What follows belongs to an exercise in optimizing a design on an open flow for small area, a short achievable clock period and few clock cycles per item; a production flow would make more cautious choices. Only simulation tests tie the RTL to the original design; equivalence was not proved. Power figures rest on the tool's default switching activity, not on a simulated workload.

==> inputs of v10 <==
Design priority_tune_note_sequencer_unit, start of the top module:
module priority_tune_note_sequencer_unit #(
    parameter int TUNE_DEPTH = ptns_pkg::TUNE_DEPTH_DEFAULT
) (
    input  wire logic        clk,
    input  wire logic        rst_n,
    input  wire logic        req_valid,
    output logic             req_ready,
    input  wire logic [1:0]  req_command,
    input  wire logic [7:0]  req_word_address,
    input  wire logic [31:0] req_note_word,
    input  wire logic [7:0]  req_tune_start,
    input  wire logic [7:0]  req_request_priority,
    output logic             rsp_valid,
    input  wire logic        rsp_ready,
    output logic             rsp_timer_enable,
    output logic [15:0]      rsp_period,
    output logic [15:0]      rsp_compare,
    output logic             rsp_counter_restart,
    output logic             rsp_pin_forced_low,
    output logic             rsp_note_active,
    output logic [7:0]       rsp_current_priority,
    output logic [7:0]       rsp_note_index,
    input  wire logic        cfg_valid,
    output logic             cfg_ready,
    input  wire logic        cfg_index,
    input  wire logic [15:0] cfg_data
);
clock: 6.0 ns
lec_check: 0
abc_area: 1
cap_margin: 20
core_margin: 2
core_utilization: 40
cts_cluster_diameter: 80
cts_cluster_size: 24
setup_slack_margin: 3.5
slew_margin: 20
run.sh (not shown) runs the stock make flow with config.mk's settings and CLKGATE_MAP_FILE= SYNTH_SCRIPT=/design/flow/synth_recipe.tcl, a recipe that flattens the netlist after the stock synthesis.
==> inputs of v23, as changes to v10 <==
--- a/flow/design.v
+++ b/flow/design.v
@@ -247,13 +247,13 @@
     output logic [7:0]       rsp_note_index,
     input  wire logic        cfg_valid,
     output logic             cfg_ready,
     input  wire logic        cfg_index,
     input  wire logic [15:0] cfg_data
 );
-    localparam int DLY = 4;
+    localparam int DLY = 5;
     localparam logic [1:0] C_LOAD = 2'd0;
     localparam logic [1:0] C_PLAY = 2'd1;
     localparam logic [1:0] C_TICK = 2'd2;
     localparam logic [1:0] A_NONE   = 2'd0;    
     localparam logic [1:0] A_HALT   = 2'd1;    
     localparam logic [1:0] A_PAUSE  = 2'd2;    
@@ -395,13 +395,13 @@
     assign is_play    = (r2_cmd == C_PLAY);
     assign is_tick    = (r2_cmd == C_TICK);
     assign note       = (is_play && (r2_prio >= prio_q)) || (is_tick && end_q);
     assign tone_zero  = (tone == '0);
     assign tone_pause = (tone == pause_q);
     assign normal     = note && !tone_zero && !tone_pause;
-    assign hz         = r2_v && normal && !div_hit && need_div;
+    assign hz         = r2_v && note && need_div;
     assign fs         = bs || hz;
     assign fire       = r2_v && !fs;
     logic [RW-1:0] rec;
     logic [1:0]    rec_action;
     logic          rec_active;
     logic [7:0]    rec_prio;
==> run notes <==
metric                                                                      v10                          v23
Fraction of synthesized cell area in xor and xnor cells                  0.507%                       0.513%
Worst Setup Slack, final                                                3150 ps                      3200 ps
Worst hold slack                                                         367 ps                       410 ps
Length of the first detailed-routing pass in iterations                       9                           10
Fraction of met3 tracks used by global routing                            9.31%                        8.60%
Result of the run                                                finished clean               finished clean
M1 wire length                                                       134,000 um                   136,000 um
Clock-net power                                                         10.4 mW                      9.90 mW
Leakage power figure                                                    41.4 nW                      40.0 nW
Power of the sequential group                                           26.8 mW                      26.5 mW
Post-synthesis cell area                                           98,500 sq um                 99,000 sq um
Classification of the worst setup path                   flip-flop to flip-flop  flip-flop to primary output
Reported combinational group power                                      26.0 mW                      19.7 mW
Testbench counts of v10, summed over its fixed seeds: cycles 6,326, items 6,112.
Testbench counts of v23, summed over its fixed seeds: cycles 6,300, items 6,112.

* * *

==> job 7600: inputs <==
Another version of the RTL of priority_tune_note_sequencer_unit (not shown whole).
make LEC_CHECK=0 CAP_MARGIN=20 CORE_MARGIN=2 CORE_UTILIZATION=40 CTS_CLUSTER_DIAMETER=80 CTS_CLUSTER_SIZE=24 SETUP_SLACK_MARGIN=3 SLEW_MARGIN=20 finish   # period 6.0 ns
==> inputs of job 4694, as changes to job 7600 <==
--- a/flow/design.v
+++ b/flow/design.v
@@ -78,23 +78,23 @@
 `default_nettype none
 module ptns_ram #(
     parameter int WIDTH = 32,
     parameter int DEPTH = 64
 ) (
     input  wire logic              clk,
-    input  wire logic              we,
+    input  wire logic [DEPTH/8-1:0] wg,    
     input  wire logic [DEPTH-1:0]  sel,
     input  wire logic [WIDTH-1:0]  wdata,
     output logic      [WIDTH-1:0]  rdata
 );
     logic [WIDTH-1:0] mem [DEPTH];
     always_ff @(posedge clk)
     begin
         for (int i = 0; i < DEPTH; i++)
         begin
-            if (we && sel[i])
+            if (wg[i / 8] && sel[i])
             begin
                 mem[i] <= wdata;
             end
         end
     end
     always_comb
@@ -151,43 +151,52 @@
     logic [17:0] x;
     logic [18:0] s1, s2, s3;
     assign x  = {rem_q, quo_q[15:14]};
     assign s1 = {1'b0, x} - {3'b0, d1_q};
     assign s2 = {1'b0, x} - {2'b0, d1_q, 1'b0};
     assign s3 = {1'b0, x} - {1'b0, d3_q};
+    logic [15:0] rem_n;
+    logic [1:0]  dig;
+    always_comb
+    begin
+        if (!s3[18])
+        begin
+            rem_n = s3[15:0];
+            dig   = 2'd3;
+        end
+        else if (!s2[18])
+        begin
+            rem_n = s2[15:0];
+            dig   = 2'd2;
+        end
+        else if (!s1[18])
+        begin
+            rem_n = s1[15:0];
+            dig   = 2'd1;
+        end
+        else
+        begin
+            rem_n = x[15:0];
+            dig   = 2'd0;
+        end
+    end
+    always_ff @(posedge clk)
+    begin
+        rem_q <= start ? rem0 : rem_n;
+    end
     always_ff @(posedge clk)
     begin
         if (start)
         begin
             d1_q  <= tone;
             d3_q  <= {2'b0, tone} + {1'b0, tone, 1'b0};
-            rem_q <= rem0;
             quo_q <= quo0;
         end
         else if (cnt_q != '0)
         begin
-            if (!s3[18])
-            begin
-                rem_q <= s3[15:0];
-                quo_q <= {quo_q[13:0], 2'd3};
-            end
-            else if (!s2[18])
-            begin
-                rem_q <= s2[15:0];
-                quo_q <= {quo_q[13:0], 2'd2};
-            end
-            else if (!s1[18])
-            begin
-                rem_q <= s1[15:0];
-                quo_q <= {quo_q[13:0], 2'd1};
-            end
-            else
-            begin
-                rem_q <= x[15:0];
-                quo_q <= {quo_q[13:0], 2'd0};
-            end
+            quo_q <= {quo_q[13:0], dig};
         end
     end
     always_ff @(posedge clk or negedge rst_n)
     begin
         if (!rst_n)
         begin
@@ -269,12 +278,13 @@
     logic [5:0]  sk_a;
     logic [31:0] sk_d;
     logic        r1_v;
     logic [1:0]  r1_cmd;
     logic [5:0]  r1_a;       
     logic [63:0] r1_sel;     
+    logic [7:0]  r1_wg;      
     logic [31:0] r1_d;
     logic        acc;
     logic [5:0]  in_a;
     logic [31:0] in_d;
     logic [1:0]  nx_cmd;
     logic [5:0]  nx_a;
@@ -301,33 +311,34 @@
         begin
             sk_v <= 1'b1;
         end
     end
     always_ff @(posedge clk)
     begin
-        if (fs && acc)
+        if (!sk_v)
         begin
             sk_cmd <= req_command;
             sk_a   <= in_a;
             sk_d   <= in_d;
         end
         if (!fs)
         begin
             r1_cmd <= nx_cmd;
             r1_a   <= nx_a;
             r1_sel <= 64'd1 << nx_a;
+            r1_wg  <= ((sk_v || acc) && (nx_cmd == C_LOAD)) ? (8'd1 << nx_a[5:3]) : 8'd0;
             r1_d   <= sk_v ? sk_d : in_d;
         end
     end
     logic [31:0] rd_data;
     ptns_ram #(
         .WIDTH (32),
         .DEPTH (TUNE_DEPTH)
     ) u_tune_ram (
         .clk   (clk),
-        .we    (r1_v && (r1_cmd == C_LOAD)),
+        .wg    (r1_wg),
         .sel   (r1_sel),
         .wdata (r1_d),
         .rdata (rd_data)
     );
     logic        r2_v;
     logic [1:0]  r2_cmd;
==> flow/config.mk (replaced) <==
export PLATFORM = sky130hd
export DESIGN_NAME = priority_tune_note_sequencer_unit
export DESIGN_NICKNAME = priority_tune_note_sequencer_unit
export VERILOG_FILES = /design/flow/design.v
export SDC_FILE = /design/flow/constraint.sdc
export NUM_CORES = 4
export LEC_CHECK = 0
export ABC_AREA = 1
export CAP_MARGIN = 20
export CORE_MARGIN = 2
export CORE_UTILIZATION = 40
export CTS_CLUSTER_DIAMETER = 80
export CTS_CLUSTER_SIZE = 24
export SETUP_SLACK_MARGIN = 3.3
export SLEW_MARGIN = 20
==> inputs of job 4619, as changes to job 7600 <==
--- a/flow/design.v
+++ b/flow/design.v
@@ -78,23 +78,23 @@
 `default_nettype none
 module ptns_ram #(
     parameter int WIDTH = 32,
     parameter int DEPTH = 64
 ) (
     input  wire logic              clk,
-    input  wire logic              we,
+    input  wire logic [DEPTH/8-1:0] wg,    
     input  wire logic [DEPTH-1:0]  sel,
     input  wire logic [WIDTH-1:0]  wdata,
     output logic      [WIDTH-1:0]  rdata
 );
     logic [WIDTH-1:0] mem [DEPTH];
     always_ff @(posedge clk)
     begin
         for (int i = 0; i < DEPTH; i++)
         begin
-            if (we && sel[i])
+            if (wg[i / 8] && sel[i])
             begin
                 mem[i] <= wdata;
             end
         end
     end
     always_comb
@@ -151,43 +151,52 @@
     logic [17:0] x;
     logic [18:0] s1, s2, s3;
     assign x  = {rem_q, quo_q[15:14]};
     assign s1 = {1'b0, x} - {3'b0, d1_q};
     assign s2 = {1'b0, x} - {2'b0, d1_q, 1'b0};
     assign s3 = {1'b0, x} - {1'b0, d3_q};
+    logic [15:0] rem_n;
+    logic [1:0]  dig;
+    always_comb
+    begin
+        if (!s3[18])
+        begin
+            rem_n = s3[15:0];
+            dig   = 2'd3;
+        end
+        else if (!s2[18])
+        begin
+            rem_n = s2[15:0];
+            dig   = 2'd2;
+        end
+        else if (!s1[18])
+        begin
+            rem_n = s1[15:0];
+            dig   = 2'd1;
+        end
+        else
+        begin
+            rem_n = x[15:0];
+            dig   = 2'd0;
+        end
+    end
+    always_ff @(posedge clk)
+    begin
+        rem_q <= start ? rem0 : rem_n;
+    end
     always_ff @(posedge clk)
     begin
         if (start)
         begin
             d1_q  <= tone;
             d3_q  <= {2'b0, tone} + {1'b0, tone, 1'b0};
-            rem_q <= rem0;
             quo_q <= quo0;
         end
         else if (cnt_q != '0)
         begin
-            if (!s3[18])
-            begin
-                rem_q <= s3[15:0];
-                quo_q <= {quo_q[13:0], 2'd3};
-            end
-            else if (!s2[18])
-            begin
-                rem_q <= s2[15:0];
-                quo_q <= {quo_q[13:0], 2'd2};
-            end
-            else if (!s1[18])
-            begin
-                rem_q <= s1[15:0];
-                quo_q <= {quo_q[13:0], 2'd1};
-            end
-            else
-            begin
-                rem_q <= x[15:0];
-                quo_q <= {quo_q[13:0], 2'd0};
-            end
+            quo_q <= {quo_q[13:0], dig};
         end
     end
     always_ff @(posedge clk or negedge rst_n)
     begin
         if (!rst_n)
         begin
@@ -269,12 +278,13 @@
     logic [5:0]  sk_a;
     logic [31:0] sk_d;
     logic        r1_v;
     logic [1:0]  r1_cmd;
     logic [5:0]  r1_a;       
     logic [63:0] r1_sel;     
+    logic [7:0]  r1_wg;      
     logic [31:0] r1_d;
     logic        acc;
     logic [5:0]  in_a;
     logic [31:0] in_d;
     logic [1:0]  nx_cmd;
     logic [5:0]  nx_a;
@@ -301,33 +311,34 @@
         begin
             sk_v <= 1'b1;
         end
     end
     always_ff @(posedge clk)
     begin
-        if (fs && acc)
+        if (!sk_v)
         begin
             sk_cmd <= req_command;
             sk_a   <= in_a;
             sk_d   <= in_d;
         end
         if (!fs)
         begin
             r1_cmd <= nx_cmd;
             r1_a   <= nx_a;
             r1_sel <= 64'd1 << nx_a;
+            r1_wg  <= ((sk_v || acc) && (nx_cmd == C_LOAD)) ? (8'd1 << nx_a[5:3]) : 8'd0;
             r1_d   <= sk_v ? sk_d : in_d;
         end
     end
     logic [31:0] rd_data;
     ptns_ram #(
         .WIDTH (32),
         .DEPTH (TUNE_DEPTH)
     ) u_tune_ram (
         .clk   (clk),
-        .we    (r1_v && (r1_cmd == C_LOAD)),
+        .wg    (r1_wg),
         .sel   (r1_sel),
         .wdata (r1_d),
         .rdata (rd_data)
     );
     logic        r2_v;
     logic [1:0]  r2_cmd;
==> flow/config.mk (replaced) <==
export PLATFORM = sky130hd
export DESIGN_NAME = priority_tune_note_sequencer_unit
export DESIGN_NICKNAME = priority_tune_note_sequencer_unit
export VERILOG_FILES = /design/flow/design.v
export SDC_FILE = /design/flow/constraint.sdc
export NUM_CORES = 4
export LEC_CHECK = 0
export ABC_AREA = 1
export CAP_MARGIN = 20
export CORE_MARGIN = 2
export CORE_UTILIZATION = 55
export CTS_CLUSTER_DIAMETER = 80
export CTS_CLUSTER_SIZE = 24
export SETUP_SLACK_MARGIN = 3.5
export SLEW_MARGIN = 20
==> inputs of job 3437, as changes to job 7600 <==
--- a/flow/design.v
+++ b/flow/design.v
@@ -78,23 +78,23 @@
 `default_nettype none
 module ptns_ram #(
     parameter int WIDTH = 32,
     parameter int DEPTH = 64
 ) (
     input  wire logic              clk,
-    input  wire logic              we,
+    input  wire logic [DEPTH/8-1:0] wg,    
     input  wire logic [DEPTH-1:0]  sel,
     input  wire logic [WIDTH-1:0]  wdata,
     output logic      [WIDTH-1:0]  rdata
 );
     logic [WIDTH-1:0] mem [DEPTH];
     always_ff @(posedge clk)
     begin
         for (int i = 0; i < DEPTH; i++)
         begin
-            if (we && sel[i])
+            if (wg[i / 8] && sel[i])
             begin
                 mem[i] <= wdata;
             end
         end
     end
     always_comb
@@ -151,43 +151,52 @@
     logic [17:0] x;
     logic [18:0] s1, s2, s3;
     assign x  = {rem_q, quo_q[15:14]};
     assign s1 = {1'b0, x} - {3'b0, d1_q};
     assign s2 = {1'b0, x} - {2'b0, d1_q, 1'b0};
     assign s3 = {1'b0, x} - {1'b0, d3_q};
+    logic [15:0] rem_n;
+    logic [1:0]  dig;
+    always_comb
+    begin
+        if (!s3[18])
+        begin
+            rem_n = s3[15:0];
+            dig   = 2'd3;
+        end
+        else if (!s2[18])
+        begin
+            rem_n = s2[15:0];
+            dig   = 2'd2;
+        end
+        else if (!s1[18])
+        begin
+            rem_n = s1[15:0];
+            dig   = 2'd1;
+        end
+        else
+        begin
+            rem_n = x[15:0];
+            dig   = 2'd0;
+        end
+    end
+    always_ff @(posedge clk)
+    begin
+        rem_q <= start ? rem0 : rem_n;
+    end
     always_ff @(posedge clk)
     begin
         if (start)
         begin
             d1_q  <= tone;
             d3_q  <= {2'b0, tone} + {1'b0, tone, 1'b0};
-            rem_q <= rem0;
             quo_q <= quo0;
         end
         else if (cnt_q != '0)
         begin
-            if (!s3[18])
-            begin
-                rem_q <= s3[15:0];
-                quo_q <= {quo_q[13:0], 2'd3};
-            end
-            else if (!s2[18])
-            begin
-                rem_q <= s2[15:0];
-                quo_q <= {quo_q[13:0], 2'd2};
-            end
-            else if (!s1[18])
-            begin
-                rem_q <= s1[15:0];
-                quo_q <= {quo_q[13:0], 2'd1};
-            end
-            else
-            begin
-                rem_q <= x[15:0];
-                quo_q <= {quo_q[13:0], 2'd0};
-            end
+            quo_q <= {quo_q[13:0], dig};
         end
     end
     always_ff @(posedge clk or negedge rst_n)
     begin
         if (!rst_n)
         begin
@@ -269,12 +278,13 @@
     logic [5:0]  sk_a;
     logic [31:0] sk_d;
     logic        r1_v;
     logic [1:0]  r1_cmd;
     logic [5:0]  r1_a;       
     logic [63:0] r1_sel;     
+    logic [7:0]  r1_wg;      
     logic [31:0] r1_d;
     logic        acc;
     logic [5:0]  in_a;
     logic [31:0] in_d;
     logic [1:0]  nx_cmd;
     logic [5:0]  nx_a;
@@ -312,22 +322,23 @@
         end
         if (!fs)
         begin
             r1_cmd <= nx_cmd;
             r1_a   <= nx_a;
             r1_sel <= 64'd1 << nx_a;
+            r1_wg  <= ((sk_v || acc) && (nx_cmd == C_LOAD)) ? (8'd1 << nx_a[5:3]) : 8'd0;
             r1_d   <= sk_v ? sk_d : in_d;
         end
     end
     logic [31:0] rd_data;
     ptns_ram #(
         .WIDTH (32),
         .DEPTH (TUNE_DEPTH)
     ) u_tune_ram (
         .clk   (clk),
-        .we    (r1_v && (r1_cmd == C_LOAD)),
+        .wg    (r1_wg),
         .sel   (r1_sel),
         .wdata (r1_d),
         .rdata (rd_data)
     );
     logic        r2_v;
     logic [1:0]  r2_cmd;
==> flow/config.mk (replaced) <==
export PLATFORM = sky130hd
export DESIGN_NAME = priority_tune_note_sequencer_unit
export DESIGN_NICKNAME = priority_tune_note_sequencer_unit
export VERILOG_FILES = /design/flow/design.v
export SDC_FILE = /design/flow/constraint.sdc
export NUM_CORES = 4
export LEC_CHECK = 0
export ABC_AREA = 1
export CAP_MARGIN = 20
export CORE_MARGIN = 2
export CORE_UTILIZATION = 40
export CTS_CLUSTER_DIAMETER = 80
export CTS_CLUSTER_SIZE = 24
export SETUP_SLACK_MARGIN = 3
export SLEW_MARGIN = 20
==> notes <==
- Job 7600 finished clean. Job 4619 finished with timing, DRC and antenna clean. Job 3437 completed without violations. Job 4694 ran to the end with no violations.
- Setup slack: job 4619 > job 4694 > job 7600 > job 3437.
- Synthesized cell count: job 4694 is smaller than job 3437 (about 1.3%).
- Between job 7600 and job 4619, the lower first-iteration DRC count is in job 4619 (gap about 6%, measured against job 4619).
- In job 7600 the fmax is smaller than in job 4694, by 7.8%.
==> figures <==
metric	job 7600	job 4694	job 3437	job 4619
Result of the run	no timing/DRC/antenna violations	no timing/DRC/antenna violations	no timing/DRC/antenna violations	no timing/DRC/antenna violations
Post-Syn Area	0.0960 mm^2	0.0986 mm^2	0.0992 mm^2	0.0986 mm^2
Overall Global Routing Usage	0.290	0.294	0.299	0.412
Fin Clk Skew	85.1 ps	49.2 ps	48.4 ps	52.4 ps
Via count of the first global-routing pass	54954	60157	60966	60636
Multi-input gate share of the layout cell area	0.178	0.188	0.188	0.195
Share of the synthesized area in compound gates (AO/OA/AOI/OAI)	0.115	0.0282	0.0242	0.0282
Number of fill cells	20314	21722	21892	13223
Non-clock inverters	99	332	357	336
Critical Path Stages	4	4	5	6
Testbench counts of job 7600, summed over its fixed seeds: cycles 6,396, items 6,112.
Testbench counts of job 4694, summed over its fixed seeds: cycles 6,396, items 6,112.
Testbench counts of job 4619, summed over its fixed seeds: cycles 6,396, items 6,112.
Testbench counts of job 3437, summed over its fixed seeds: cycles 6,396, items 6,112.

==> port drivers added, routing unchanged <==
In the flow no input, the clock included, has a driving cell. The finished layouts below were timed again as built, in two steps. Step 1 (the two cells are an assumption about what drives the block):
set clk [get_ports {clk}]
set_driving_cell -lib_cell sky130_fd_sc_hd__clkbuf_16 $clk
set_driving_cell -lib_cell sky130_fd_sc_hd__buf_2 [delete_from_list [all_inputs] $clk]
Step 2 moves the port delays by t, midway between the first and last clock arrival at a register: inputs arrive t later, outputs are due t later. That takes back most of the time a late clock gives input paths. a / b / c = ideal / step 1 / step 2; a / b = the first two.
run	t (ns)	slack for setup (ns)	worst setup path at the end	worst data-port slew with drivers (ns)
v10	0.927	3.148 / 3.098 / 2.759	input to register	0.08
v23	0.901	3.205 / 3.115 / 2.824	input to register	0.09
job 7600	0.904	2.860 / 2.860 / 2.205	input to register	0.06
job 4694	0.903	3.105 / 3.105 / 2.626	input to register	0.10
job 4619	0.897	3.202 / 3.179 / 2.639	input to register	0.09
job 3437	0.915	2.853 / 2.853 / 2.201	input to register	0.08
After both steps every run listed still meets setup and hold. The setup slack of job 7600, which loses most, moves by 0.000 ns with the drivers and by -0.655 ns with both steps.
